What follows belongs to an exercise in optimizing a design on an open flow for a short achievable clock period and few clock cycles per item; a production flow would make more cautious choices. No run shown here included a check of the RTL's function; only the layout flow was run. Power and IR drop assume default switching activity.

### flow/run.sh
#!/bin/bash
# synth_recipe.tcl (not shown) runs the flow's synth.tcl, then flattens the netlist and writes it again
# the make line also repeats each setting of config.mk as NAME=value (left out here)
make -C /OpenROAD-flow-scripts/flow DESIGN_CONFIG=/design/flow/config.mk WORK_HOME=/design/flow/orfs CLKGATE_MAP_FILE= SYNTH_SCRIPT=/design/flow/synth_recipe.tcl finish
### flow/config.mk
export PLATFORM = sky130hd
export DESIGN_NAME = mips
export DESIGN_NICKNAME = mips
export VERILOG_FILES = /design/flow/design.v
export SDC_FILE = /design/flow/constraint.sdc
export NUM_CORES = 4
export LEC_CHECK = 0
export ABC_CLOCK_PERIOD_IN_PS = 2500
export CAP_MARGIN = 20
export CORE_MARGIN = 2
export CORE_UTILIZATION = 40
export GPL_TIMING_DRIVEN = 1
export SETUP_SLACK_MARGIN = 5
export SLEW_MARGIN = 20
### flow/constraint.sdc
create_clock -name core_clock -period 9.0 [get_ports {clk}]
set_input_delay 1.8000 -clock core_clock [delete_from_list [all_inputs] [get_ports {clk}]]
set_output_delay 1.8000 -clock core_clock [all_outputs]
set_load 0.01 [all_outputs]
### flow/design.v
`default_nettype none
package mips_decls_p;
   localparam logic [5:0] OP_RTYPE = 6'b000000;
   localparam logic [5:0] OP_J     = 6'b000010;
   localparam logic [5:0] OP_BEQ   = 6'b000100;
   localparam logic [5:0] OP_ADDI  = 6'b001000;
   localparam logic [5:0] OP_LW    = 6'b100011;
   localparam logic [5:0] OP_SW    = 6'b101011;
   localparam logic [5:0] F_ADD = 6'b100000;
   localparam logic [5:0] F_SUB = 6'b100010;
   localparam logic [5:0] F_AND = 6'b100100;
   localparam logic [5:0] F_OR  = 6'b100101;
   localparam logic [5:0] F_SLT = 6'b101010;
endpackage
`default_nettype wire
`timescale 1ns/1ps
`default_nettype none
module alu (
   input  logic [31:0] a,
   input  logic [31:0] b,
   input  logic        sub,
   input  logic        sel_and,
   input  logic        sel_or,
   input  logic        sel_slt,
   output logic [31:0] y
);
   logic [31:0] bb;
   logic [31:0] sum;
   logic        lt;
   assign bb  = sub ? ~b : b;
   assign sum = a + bb + {31'b0, sub};
   assign lt  = (a[31] ^ b[31]) ? a[31] : sum[31];
   always_comb begin
      if (sel_slt)
         y = {31'b0, lt};
      else if (sel_and)
         y = a & b;
      else if (sel_or)
         y = a | b;
      else
         y = sum;
   end
endmodule
`default_nettype wire
`timescale 1ns/1ps
`default_nettype none
module regfile (
   input  logic        clk,
   input  logic        we,
   input  logic [4:0]  ra1,
   input  logic [4:0]  ra2,
   input  logic [4:0]  wa,
   input  logic [31:0] wd,
   output logic [31:0] rd1,
   output logic [31:0] rd2
);
   logic [31:0] regs [1:31];
   always_ff @(posedge clk) begin
      if (we && (wa != 5'd0))
         regs[wa] <= wd;
   end
   assign rd1 = (ra1 == 5'd0) ? 32'd0 : regs[ra1];
   assign rd2 = (ra2 == 5'd0) ? 32'd0 : regs[ra2];
endmodule
`default_nettype wire
`timescale 1ns/1ps
`default_nettype none
import mips_decls_p::*;
module datapath (
   input  logic [31:0] instr,
   input  logic [9:0]  pc1,       
   output logic [9:0]  npc,       
   output logic [9:0]  alt,       
   output logic        pt         
);
   logic       isj;
   logic       isbeq;
   logic [9:0] tgt;
   assign isj   = (instr[31:26] == OP_J);
   assign isbeq = (instr[31:26] == OP_BEQ);
   assign tgt   = pc1 + instr[9:0];
   assign pt    = isbeq && (instr[15] || (instr[25:21] == instr[20:16]));
   assign npc   = isj ? instr[9:0] : (pt ? tgt : pc1);
   assign alt   = pt ? pc1 : tgt;
endmodule
`default_nettype wire
`timescale 1ns/1ps
`default_nettype none
import mips_decls_p::*;
module controller (
   input  logic [31:0] ir,
   output logic        wr,         
   output logic [4:0]  dst,
   output logic        useimm,     
   output logic        ld,
   output logic        st,
   output logic        beq,
   output logic        sub,
   output logic        sel_and,
   output logic        sel_or,
   output logic        sel_slt
);
   logic [5:0] op;
   logic [5:0] fn;
   logic       rtype;
   logic       addi;
   assign op    = ir[31:26];
   assign fn    = ir[5:0];
   assign rtype = (op == OP_RTYPE);
   assign addi  = (op == OP_ADDI);
   assign ld    = (op == OP_LW);
   assign st    = (op == OP_SW);
   assign beq   = (op == OP_BEQ);
   assign dst     = rtype ? ir[15:11] : ir[20:16];
   assign wr      = (rtype | addi) && (dst != 5'd0);
   assign useimm  = addi | ld | st;
   assign sub     = rtype && ((fn == F_SUB) || (fn == F_SLT));
   assign sel_and = rtype && (fn == F_AND);
   assign sel_or  = rtype && (fn == F_OR);
   assign sel_slt = rtype && (fn == F_SLT);
endmodule
`default_nettype wire
`timescale 1ns/1ps
`default_nettype none
module mips (
   input  logic        clk,
   input  logic        rst,
   output logic [31:0] adr,
   output logic [31:0] writedata,
   output logic        memwrite,
   input  logic [31:0] readdata
);
   logic [9:0]  pc;
   logic [9:0]  pc1;
   logic [9:0]  f_npc;
   logic [9:0]  f_alt;
   logic        f_pt;
   logic [9:0]  pc_next;
   logic        f_wr;
   logic [4:0]  f_dst;
   logic        f_useimm;
   logic        f_ld;
   logic        f_st;
   logic        f_beq;
   logic        f_sub;
   logic        f_and;
   logic        f_or;
   logic        f_slt;
   logic [4:0]  f_rs;
   logic [4:0]  f_rt;
   logic [31:0] f_imm;
   logic [31:0] rf1;
   logic [31:0] rf2;
   logic [31:0] f_a;
   logic [31:0] f_t;
   logic        x_v;
   logic        x_wr;
   logic [4:0]  x_dst;
   logic        x_useimm;
   logic        x_ld;
   logic        x_st;
   logic        x_beq;
   logic        x_pt;
   logic [9:0]  x_alt;
   logic        x_sub;
   logic        x_and;
   logic        x_or;
   logic        x_slt;
   logic [4:0]  x_rs;
   logic [4:0]  x_rt;
   logic [31:0] x_a;
   logic [31:0] x_b;
   logic [31:0] x_s;
   logic [31:0] x_y;
   logic        x_wen;
   logic        x_mis;
   logic        x_mem;
   logic        m_v;
   logic        m_ld;
   logic [4:0]  m_dst;
   logic        m_wen;
   logic        rf_we;
   logic [4:0]  rf_wa;
   logic [31:0] rf_wd;
   assign pc1 = pc + 10'd1;
   datapath u_fetch (
      .instr (readdata),
      .pc1   (pc1),
      .npc   (f_npc),
      .alt   (f_alt),
      .pt    (f_pt)
   );
   assign pc_next = m_v ? pc : (x_mis ? x_alt : f_npc);
   always_ff @(posedge clk) begin
      if (rst)
         pc <= 10'd0;
      else
         pc <= pc_next;
   end
   assign f_rs  = readdata[25:21];
   assign f_rt  = readdata[20:16];
   assign f_imm = {{16{readdata[15]}}, readdata[15:0]};
   controller u_dec (
      .ir      (readdata),
      .wr      (f_wr),
      .dst     (f_dst),
      .useimm  (f_useimm),
      .ld      (f_ld),
      .st      (f_st),
      .beq     (f_beq),
      .sub     (f_sub),
      .sel_and (f_and),
      .sel_or  (f_or),
      .sel_slt (f_slt)
   );
   regfile u_rf (
      .clk (clk),
      .we  (rf_we),
      .ra1 (f_rs),
      .ra2 (f_rt),
      .wa  (rf_wa),
      .wd  (rf_wd),
      .rd1 (rf1),
      .rd2 (rf2)
   );
   assign f_a = (x_wen && (x_dst == f_rs)) ? x_y : rf1;
   assign f_t = (x_wen && (x_dst == f_rt)) ? x_y : rf2;
   alu u_alu (
      .a       (x_a),
      .b       (x_b),
      .sub     (x_sub),
      .sel_and (x_and),
      .sel_or  (x_or),
      .sel_slt (x_slt),
      .y       (x_y)
   );
   assign x_wen = x_v & x_wr & ~m_v;
   assign x_mis = x_v & x_beq & ((x_a == x_s) != x_pt);
   assign x_mem = x_v & (x_ld | x_st) & ~m_v;
   always_ff @(posedge clk) begin
      if (rst)
         x_v <= 1'b0;
      else if (!m_v)
         x_v <= ~x_mis;
   end
   always_ff @(posedge clk) begin
      if (!m_v) begin
         x_wr     <= f_wr;
         x_dst    <= f_dst;
         x_useimm <= f_useimm;
         x_ld     <= f_ld;
         x_st     <= f_st;
         x_beq    <= f_beq;
         x_pt     <= f_pt;
         x_alt    <= f_alt;
         x_sub    <= f_sub;
         x_and    <= f_and;
         x_or     <= f_or;
         x_slt    <= f_slt;
         x_rs     <= f_rs;
         x_rt     <= f_rt;
         x_a      <= f_a;
         x_b      <= f_useimm ? f_imm : f_t;
         x_s      <= f_t;
      end else if (m_wen) begin
         if (m_dst == x_rs)
            x_a <= readdata;
         if (!x_useimm && (m_dst == x_rt))
            x_b <= readdata;
         if (m_dst == x_rt)
            x_s <= readdata;
      end
   end
   assign m_wen = m_v & m_ld & (m_dst != 5'd0);
   always_ff @(posedge clk) begin
      if (rst) begin
         m_v      <= 1'b0;
         memwrite <= 1'b0;
         adr      <= 32'd0;
      end else begin
         m_v      <= x_mem;
         memwrite <= x_mem & x_st;
         adr      <= x_mem ? x_y : {20'd0, pc_next, 2'b00};
      end
   end
   always_ff @(posedge clk) begin
      if (!m_v) begin
         m_ld      <= x_ld;
         m_dst     <= x_dst;
         writedata <= x_s;
      end
   end
   assign rf_we = x_wen | m_wen;
   assign rf_wa = m_v ? m_dst : x_dst;
   assign rf_wd = m_v ? readdata : x_y;
endmodule
`default_nettype wire
==> results of run 1 <==
registers in the layout, summed over array words and instances (netlist names), 5 cells and up:
name / flops
x_rs: 5
x_s: 32
pc: 10
x_dst: 5
writedata: 32
m_dst: 5
x_rt: 5
x_a: 32
adr: 32
x_b: 32
u_rf.regs: 992
x_alt: 10
per-layer routing:
layer | vias up | track usage | wire length [um]
li1 | 14900 | - | -
met1 | 19400 | 0.348 | 75700
met2 | 2403 | 0.391 | 90800
met3 | 415 | 0.0459 | 20600
met4 | 0 | 0.0979 | 7700
met5 | - | 0 | 0
cells in the mapped netlist (all sizes together), types with 11 or more instances:
cell / count / area (um2)
o21ai: 148 / 744
o22ai: 26 / 163
or2: 11 / 68.8
a211oi: 16 / 125
o211ai: 44 / 340
and3: 14 / 87.6
mux2i: 183 / 1840
nor3: 20 / 125
inv: 55 / 206
clkbuf: 116 / 437
o221ai: 39 / 342
mux2: 87 / 983
a21oi: 213 / 1080
a21o: 20 / 150
and2: 14 / 87.6
nand3: 27 / 135
nand2: 95 / 364
buf: 133 / 697
edfxtp: 1156 / 34700
dfxtp: 50 / 1000
a221oi: 34 / 298
mux4: 498 / 11200
xor2: 89 / 780
ha: 49 / 613
nand4: 16 / 100
nor2: 201 / 757
o21a: 14 / 106
xnor2: 40 / 350
worst min path at each step:
stage          depth (start not counted)             to
2_1_floorplan                          0           m_ld
3_3_place_gp                           0   writedata[9]
3_5_place_dp                           0  writedata[17]
4_1_cts                                0  writedata[17]
5_1_grt                                0  writedata[17]
6_report                               0  writedata[17]
kinds of logic (layout without fill, tap and decap cells):
group                    count (synthesis)  in the layout  synth area share
multiplexers                           768            768             0.238
buffers and inverters                  305            542            0.0228
AND/OR/NAND/NOR                        441            441            0.0345
flip-flops                            1206           1206             0.606
XOR/XNOR                               129            129            0.0192
adder cells (fa/ha/maj)                 51             51            0.0111
other                                    0              2                 0
AO/OA/AOI/OAI                          626            632            0.0681
what timing repair did:
item / in CTS / in global routing
pin swaps: 20 / 12
endpoints found under the setup margin: 960 / 697
buffers inserted: 27 / 17
resized for setup: 76 / 63
gates cloned: 11 / 10
cell type report:
| type | instances | area share |
|---|---|---|
| clock inverters | 72 | 0.00904 |
| well taps | 1917 | 0.0353 |
| diodes | 2 | 0.0000736 |
| inverters | 56 | 0.00318 |
| multi-input cells | 2021 | 0.335 |
| clock buffers | 148 | 0.0471 |
| flip-flops and latches | 1206 | 0.526 |
| repair buffers | 266 | 0.0449 |
power by group through the flow:
| stage | combinational [mW] | clock (mW) | sequential [mW] |
|---|---|---|---|
| after global placement | 2.74 | 0 | 7.40 |
| final | 3.21 | 4.95 | 7.28 |
| after floorplan | 1.63 | 0 | 7.37 |
| after global routing | 3.38 | 5.22 | 7.28 |
| after CTS | 2.97 | 5.00 | 7.27 |
| after detailed placement | 2.81 | 0 | 7.40 |
through the flow:
| stage | hold slack, ns | std cells |
|---|---|---|
| finish | 0.476 | 5688 |
| global route | 0.486 | 5687 |
| CTS | 0.477 | 5659 |
| detailed placement | 0.463 | 5401 |
| global placement | 0.456 | 5399 |
| floorplan | 0.445 | 3526 |
worst max-delay path: stages:
cell and delay (ns):
buf_4 0.51, buf_4 0.75, inv_1 0.59, o21ai_1 0.64, o211ai_1 0.18
==> results.yml, run 1 <==
global_routing:
  grt.overflow.total: 0
  track_usage: 0.250
  grt_pass1_vias: 35600
  grt_max_degree: 84
  antenna_found_initial: 3
  grt_pass1_wl_um: 268000
cts:
  insertion_delay_ns: 0.77
  clock_path_buffers: 3
  path_clk_slew_ns: 0.07
  h-tree-depth: 3
  numCtsBuffers: 121
  cts_tree: "done"
  cts_hold_buf: 0
  root_buffer: "clkbuf_16"
  cts_sinks: 1206
sta:
  setup_ws_ns: 4.92
  period_share: 0.454
  rsz0062_at_grt: "yes"
  drv_slew: 0
  tightest_slew_ns: 0.972
  setup_viol: 0
  min_period_ns: 4.08
  clock_skew_ns: 0.0518
  max_clock_freq_mhz: 245
  worst_slew_margin_rel: 0.352
  finalHoldViolCount: 0
  tns_ns: 0
setup_path:
  r2r_cells: 11
  critPathLaunch: "readdata[25]"
  critPathCaptureType: "flip-flop"
  worst_setup_path_start_kind: "input pin"
  arrival_ns: 4.55
  r2r_start: "x_sub"
  rr_endpoint: "u_rf.regs[13][26]"
  crit_type: "in2reg"
  r2r_slack_ns: 5.03
  endpoint: "x_a[29]"
  crit_fanout: 35
  required_ns: 9.47
logic_synthesis:
  async_flop_share: 0
  synth_edf_count: 1156
  synth-seq-area-share: 0.606
  avgSynthCellArea_um2: 16.7
  syn_nets: 3611
  synth_seq_cells: 1206
  ys.flop_type: "edfxtp_1"
  syn-cell-area_um2: 58900
  yosys.cell_types.count: 86
  synthCells: 3526
  yosys_warnings: 3
layout:
  nNetsFinal: 3757
  final_common_cell: "edfxtp_1"
  final_cell_mix: "1156 x edfxtp_1, 498 x mux4_2, 205 x a21oi_1, 169 x nor2_1, 168 x mux2i_1"
  drive_gt1_frac: 0.288
  regArea_um2: 35700
  fin_util: 0.466
  multi_input_area_um2: 22800
  final.fill_count: 12300
  final_cell_area_um2: 68000
  areaGrowthSynthToFinish_pct: 15.3
power_and_ir_drop:
  intPower_mw: 11.0
  leakagePower_nw: 22.3
  clkPwrFrac: 0.321
  swShare: 0.290
  comb_power_share: 0.208
  p_total_mw: 15.4
  switchingPower_mw: 4.48
  power_density_nw_per_um2: 227
  vdd_drop_max_mv: 0.159
  seqPwrFrac: 0.471
placed_design:
  hpwl_um: 110000
  placedInstanceArea_um2: 62600
  routabilityCongestion: 0.924
  numPortBuffers: 98
  dp_slack_ns: 3.47
routing:
  vias_per_cell: 6.52
  drt-wirelength-per-cell_um: 34.2
  vias: 37100
  routed_wl_um: 195000
  drc: 0
  drtIter0Drc: 5288
  detail-route-antenna-nets: 0
  dr.pass1.iters: 6
floorplan:
  die_w_um: 388
  rows: 140
  io_pins: 99
  die-area_um2: 150000
  core_area_um2: 146000
  start_util: 0.404
  die_height_um: 388
min_path:
  hold_start: "x_s[17]"
  worstHoldPathType: "reg2reg"
run:
  cap_violations: 0
outcome:
  status: "finished clean"
==> inputs of run 2 (changes only) <==
--- a/flow/design.v
+++ b/flow/design.v
@@ -173,15 +173,21 @@
    logic [31:0] x_s;
    logic [31:0] x_y;
    logic        x_wen;
+   logic        x_fa;
+   logic        x_fb;
+   logic        x_fs;
+   logic [31:0] x_ea;
+   logic [31:0] x_eb;
+   logic [31:0] x_es;
    logic        x_mis;
    logic        x_mem;
    logic        m_v;
    logic        m_ld;
    logic [4:0]  m_dst;
    logic        m_wen;
-   logic        rf_we;
-   logic [4:0]  rf_wa;
-   logic [31:0] rf_wd;
+   logic        w_v;
+   logic [4:0]  w_dst;
+   logic [31:0] w_y;
    assign pc1 = pc + 10'd1;
    datapath u_fetch (
       .instr (readdata),
@@ -215,19 +221,22 @@
    );
    regfile u_rf (
       .clk (clk),
-      .we  (rf_we),
+      .we  (w_v),
       .ra1 (f_rs),
       .ra2 (f_rt),
-      .wa  (rf_wa),
-      .wd  (rf_wd),
+      .wa  (w_dst),
+      .wd  (w_y),
       .rd1 (rf1),
       .rd2 (rf2)
    );
-   assign f_a = (x_wen && (x_dst == f_rs)) ? x_y : rf1;
-   assign f_t = (x_wen && (x_dst == f_rt)) ? x_y : rf2;
+   assign f_a = (w_v && (w_dst == f_rs)) ? w_y : rf1;
+   assign f_t = (w_v && (w_dst == f_rt)) ? w_y : rf2;
+   assign x_ea = x_fa ? w_y : x_a;
+   assign x_eb = x_fb ? w_y : x_b;
+   assign x_es = x_fs ? w_y : x_s;
    alu u_alu (
-      .a       (x_a),
-      .b       (x_b),
+      .a       (x_ea),
+      .b       (x_eb),
       .sub     (x_sub),
       .sel_and (x_and),
       .sel_or  (x_or),
@@ -235,7 +244,7 @@
       .y       (x_y)
    );
    assign x_wen = x_v & x_wr & ~m_v;
-   assign x_mis = x_v & x_beq & ((x_a == x_s) != x_pt);
+   assign x_mis = x_v & x_beq & ((x_ea == x_es) != x_pt);
    assign x_mem = x_v & (x_ld | x_st) & ~m_v;
    always_ff @(posedge clk) begin
       if (rst)
@@ -262,15 +271,25 @@
          x_a      <= f_a;
          x_b      <= f_useimm ? f_imm : f_t;
          x_s      <= f_t;
-      end else if (m_wen) begin
-         if (m_dst == x_rs)
-            x_a <= readdata;
-         if (!x_useimm && (m_dst == x_rt))
-            x_b <= readdata;
-         if (m_dst == x_rt)
-            x_s <= readdata;
+         x_fa     <= x_wen && (x_dst == f_rs);
+         x_fb     <= x_wen && (x_dst == f_rt) && !f_useimm;
+         x_fs     <= x_wen && (x_dst == f_rt);
+      end else begin
+         x_fa     <= m_wen && (m_dst == x_rs);
+         x_fb     <= m_wen && (m_dst == x_rt) && !x_useimm;
+         x_fs     <= m_wen && (m_dst == x_rt);
       end
    end
+   always_ff @(posedge clk) begin
+      if (rst)
+         w_v <= 1'b0;
+      else
+         w_v <= x_wen | m_wen;
+   end
+   always_ff @(posedge clk) begin
+      w_dst <= m_v ? m_dst : x_dst;
+      w_y   <= m_v ? readdata : x_y;
+   end
    assign m_wen = m_v & m_ld & (m_dst != 5'd0);
    always_ff @(posedge clk) begin
       if (rst) begin
@@ -287,11 +306,8 @@
       if (!m_v) begin
          m_ld      <= x_ld;
          m_dst     <= x_dst;
-         writedata <= x_s;
+         writedata <= x_es;
       end
    end
-   assign rf_we = x_wen | m_wen;
-   assign rf_wa = m_v ? m_dst : x_dst;
-   assign rf_wd = m_v ? readdata : x_y;
 endmodule
 `default_nettype wire
==> flow/flow/run.sh (new file) <==
#!/bin/bash
set -euo pipefail
bash standard.sh SETUP_SLACK_MARGIN=6.0 finish > standard_make.log 2>&1
==> flow/standard.sh (new file) <==
#!/bin/bash
# synth_recipe.tcl (not shown) runs the flow's synth.tcl, then flattens the netlist and writes it again
# the make line also repeats each setting of config.mk as NAME=value (left out here)
make -C /OpenROAD-flow-scripts/flow DESIGN_CONFIG=/design/flow/config.mk WORK_HOME=/design/flow/orfs CLKGATE_MAP_FILE= SYNTH_SCRIPT=/design/flow/synth_recipe.tcl "${@:-finish}"
==> flow/config.mk (replaced) <==
export PLATFORM = sky130hd
export DESIGN_NAME = mips
export DESIGN_NICKNAME = mips
export VERILOG_FILES = /design/flow/design.v
export SDC_FILE = /design/flow/constraint.sdc
export NUM_CORES = 4
export LEC_CHECK = 0
export ABC_CLOCK_PERIOD_IN_PS = 2000
export CAP_MARGIN = 20
export CORE_MARGIN = 2
export CORE_UTILIZATION = 40
export GPL_TIMING_DRIVEN = 1
export SLEW_MARGIN = 20
removed: flow/run.sh
==> run 2 against run 1 <==
- global-route usage grew 4.5 points
- clock skew shrank 0.013 ns
- sequential cell count grew 36
- non-clock buffer count grew 255
- critical endpoint is now adr[15]
- first-iteration DRC count grew 14%
- still clean on timing, DRC and antenna
- highest routed layer is now met5
- clock power grew 13%
- setup slack gained 0.23 ns
- register-to-register slack gained 0.11 ns
- combinational power grew 11%
- maximum frequency grew 5.9%
==> results.yml, run 2 <==
routing:
  drc: 0
  drtIter0Drc: 6048
  drt-wirelength-per-cell_um: 37.0
  vias_per_cell: 6.58
  detail-route-antenna-nets: 0
  vias: 42100
  routed_wl_um: 237000
  dr.pass1.iters: 8
logic_synthesis:
  synth_seq_cells: 1242
  syn-cell-area_um2: 62000
  synth-seq-area-share: 0.588
  avgSynthCellArea_um2: 16.0
  ys_top_cells_by_count: "1161 x edfxtp_1, 504 x mux4_2, 246 x mux2i_1, 190 x clkbuf_1"
  yosys.area.top_type: "edfxtp_1"
  syn_nets: 3955
  yosysMostFrequentCell: "edfxtp_1"
  synth_edf_count: 1161
  ys.flop_type: "edfxtp_1"
  yosysTopAreaCellShare: 0.562
  async_flop_share: 0
  synthCells: 3877
  ys_top_cells_by_area: "edfxtp_1 56%, mux4_2 18%, mux2i_1 4.0%"
  yosys_warnings: 3
  yosys.cell_types.count: 83
setup_path:
  critPathCaptureType: "flip-flop"
  crit_type: "reg2reg"
  cp_slowest_cell: "or4b_4"
  path_cells: "buf_6 > buf_12 > buf_12 > nor3b_4 > mux2i_1 > nand4_1 > or4b_4 > a221o_2 > o221ai_4 > xnor2_2 > mux2i_1 > o211ai_1 > nor2_2"
  max_stage_delay_ns: 0.63
  worst_setup_path_start_kind: "flip-flop"
  crit_fanout: 6
  required_ns: 9.68
  arrival_ns: 4.54
layout:
  final.fill_count: 12400
  fin_util: 0.506
  areaGrowthSynthToFinish_pct: 25.7
  final_cell_mix: "1161 x edfxtp_1, 504 x mux4_2, 187 x mux2i_1, 179 x nand2_1, 173 x buf_4"
  final_common_cell: "edfxtp_1"
  top_register: "u_rf.regs"
  nNetsFinal: 4317
  multi_input_area_um2: 26700
  drive_gt1_frac: 0.389
  largest_register_ffs: 992
  regArea_um2: 36600
global_routing:
  grt_pass1_wl_um: 324000
  track_usage: 0.296
  grt_pass1_vias: 40900
  grt.overflow.total: 0
  antenna_found_initial: 7
  grt_max_degree: 77
run:
  cap_violations: 0
sta:
  clock_skew_ns: 0.0385
  worst_slew_margin_rel: 0.238
  period_share: 0.428
  max_clock_freq_mhz: 259
  drv_slew: 0
  tns_ns: 0
  setup_viol: 0
  min_period_ns: 3.86
  finalHoldViolCount: 0
  rsz0062_at_grt: "yes"
  tightest_slew_ns: 1.13
power_and_ir_drop:
  power_density_nw_per_um2: 214
  p_total_mw: 16.7
  vdd_drop_max_mv: 0.231
  leakagePower_nw: 26.5
cts:
  numCtsBuffers: 132
  path_clk_slew_ns: 0.06
  clock_path_buffers: 3
  root_buffer: "clkbuf_16"
  insertion_delay_ns: 0.79
  cts_tree: "done"
  cts_sinks: 1242
  h-tree-depth: 4
placed_design:
  routabilityCongestion: 0.997
  numPortBuffers: 98
  hpwl_um: 119000
floorplan:
  die-area_um2: 158000
  start_util: 0.403
  die_w_um: 398
  rows: 144
  io_pins: 99
  core_area_um2: 154000
  die_height_um: 398
outcome:
  status: "finished clean"
min_path:
  worstHoldPathType: "reg2reg"
run 2: changes by cell type in the layout (fill, tap and decap cells not counted), moves of 52 or more:
cell / delta
buf_4: +55
clkdlybuf4s50_1: -72
buf_12: +52
buf_16: +75
a21oi_1: -52
nand2_1: +88
xnor2_1: +97
buf_6: +76
nor2_1: -69
run 2: layout make-up:
cell class	count	share of cell area
sequential	1242	0.469
multi-input combinational	2281	0.342
timing repair buffer	521	0.0966
clock buffer	164	0.0457
tap	2044	0.0328
clock inverter	74	0.0102
inverter	61	0.00329
antenna	5	0.000161
run 2: report_power, final:
group          switching (mW)  total, mW  internal [mW]  leakage, nW
registers               0.315       7.51           7.20         11.4
clock network            2.37       5.60           3.22         2.13
logic                    2.18       3.57           1.39         12.9
run 2: cells by family after synthesis:
| family | synth area share |
|---|---|
| DFF | 0.588 |
| muxes | 0.242 |
| AOI/OAI and AO/OA | 0.0647 |
| and+or+nand+nor | 0.0431 |
| buffers and inverters | 0.0226 |
| xor gates and xnor gates | 0.0306 |
| adders and majority gates | 0.00912 |
run 2: what timing repair did:
action	CTS	global route
setup buffers	169	55
pin swaps	115	97
gates resized for setup	842	178
hold buffers	0	0
setup endpoints to repair	908	452
gates cloned	87	6
run 2: worst max-delay path: cells and delay by family, from the launching register on:
| kind | cells | cell delay [ns] |
|---|---|---|
| DFF | 1 | 0.50 |
| AOI/OAI and AO/OA | 3 | 0.88 |
| muxes | 2 | 0.38 |
| buffers and inverters | 3 | 0.44 |
| xor gates and xnor gates | 1 | 0.17 |
| and+or+nand+nor | 4 | 1.36 |
run 2: metal layers:
| layer | track usage | vias up | part of all wire |
|---|---|---|---|
| met1 | 0.386 | 21900 | 0.36 |
| met5 | 0 | - | 0.000042 |
| li1 | - | 16500 | - |
| met4 | 0.161 | 2 | 0.064 |
| met2 | 0.457 | 2956 | 0.46 |
| met3 | 0.0695 | 669 | 0.12 |
run 2: stage by stage:
stage               cells  cell area (um2)  hold slack [ns]  setup slack (ns)
finish               6392            77900            0.445              5.14
CTS                  6326            76500            0.451              5.20
detailed placement   5832            65800            0.439              3.53
global placement     5832            65800            0.426              3.62
floorplan            3877            63200            0.426              5.02
global route         6387            77900            0.466              5.20
run 2: worst paths after layout:
kind | to | cells after the start | startpoint | slack, ns
min reg2reg | x_fb | 1 | x_useimm | 0.44
min | x_fb | 1 | x_useimm | 0.44
max | adr[15] | 13 | x_sub | 5.14
max reg2reg | adr[15] | 13 | x_sub | 5.14

## what the ideal ports hide
The results above use ideal ports. As a check the final layouts listed here were re-extracted and re-timed, cells and wires unchanged. Step 1: set_driving_cell puts a clkbuf_16 on clk and a buf_2 on each other input, an assumption about the parent block. Step 2 adds t to the input delays and takes it off the output delays; t is the mean of the earliest and latest rising clock arrival at the registers after step 1. Input paths then give back, and output paths get back, about the clock's delay inside the block. a / b / c = ideal ports / drivers / drivers and shift; a / b = the first two.
run	shift t [ns]	setup WS [ns]	worst hold slack (ns)	worst setup path after step 2
run 1	0.819	4.918 / 4.796 / 3.978	0.476 / 0.476 / 0.476	input to register
run 2	0.864	5.145 / 5.145 / 4.402	0.445 / 0.445 / 0.445	input to register
After both steps setup and hold are still met in every run listed. The setup slack of run 1, which loses most, moves by -0.122 ns with the drivers and by -0.940 ns with both steps.
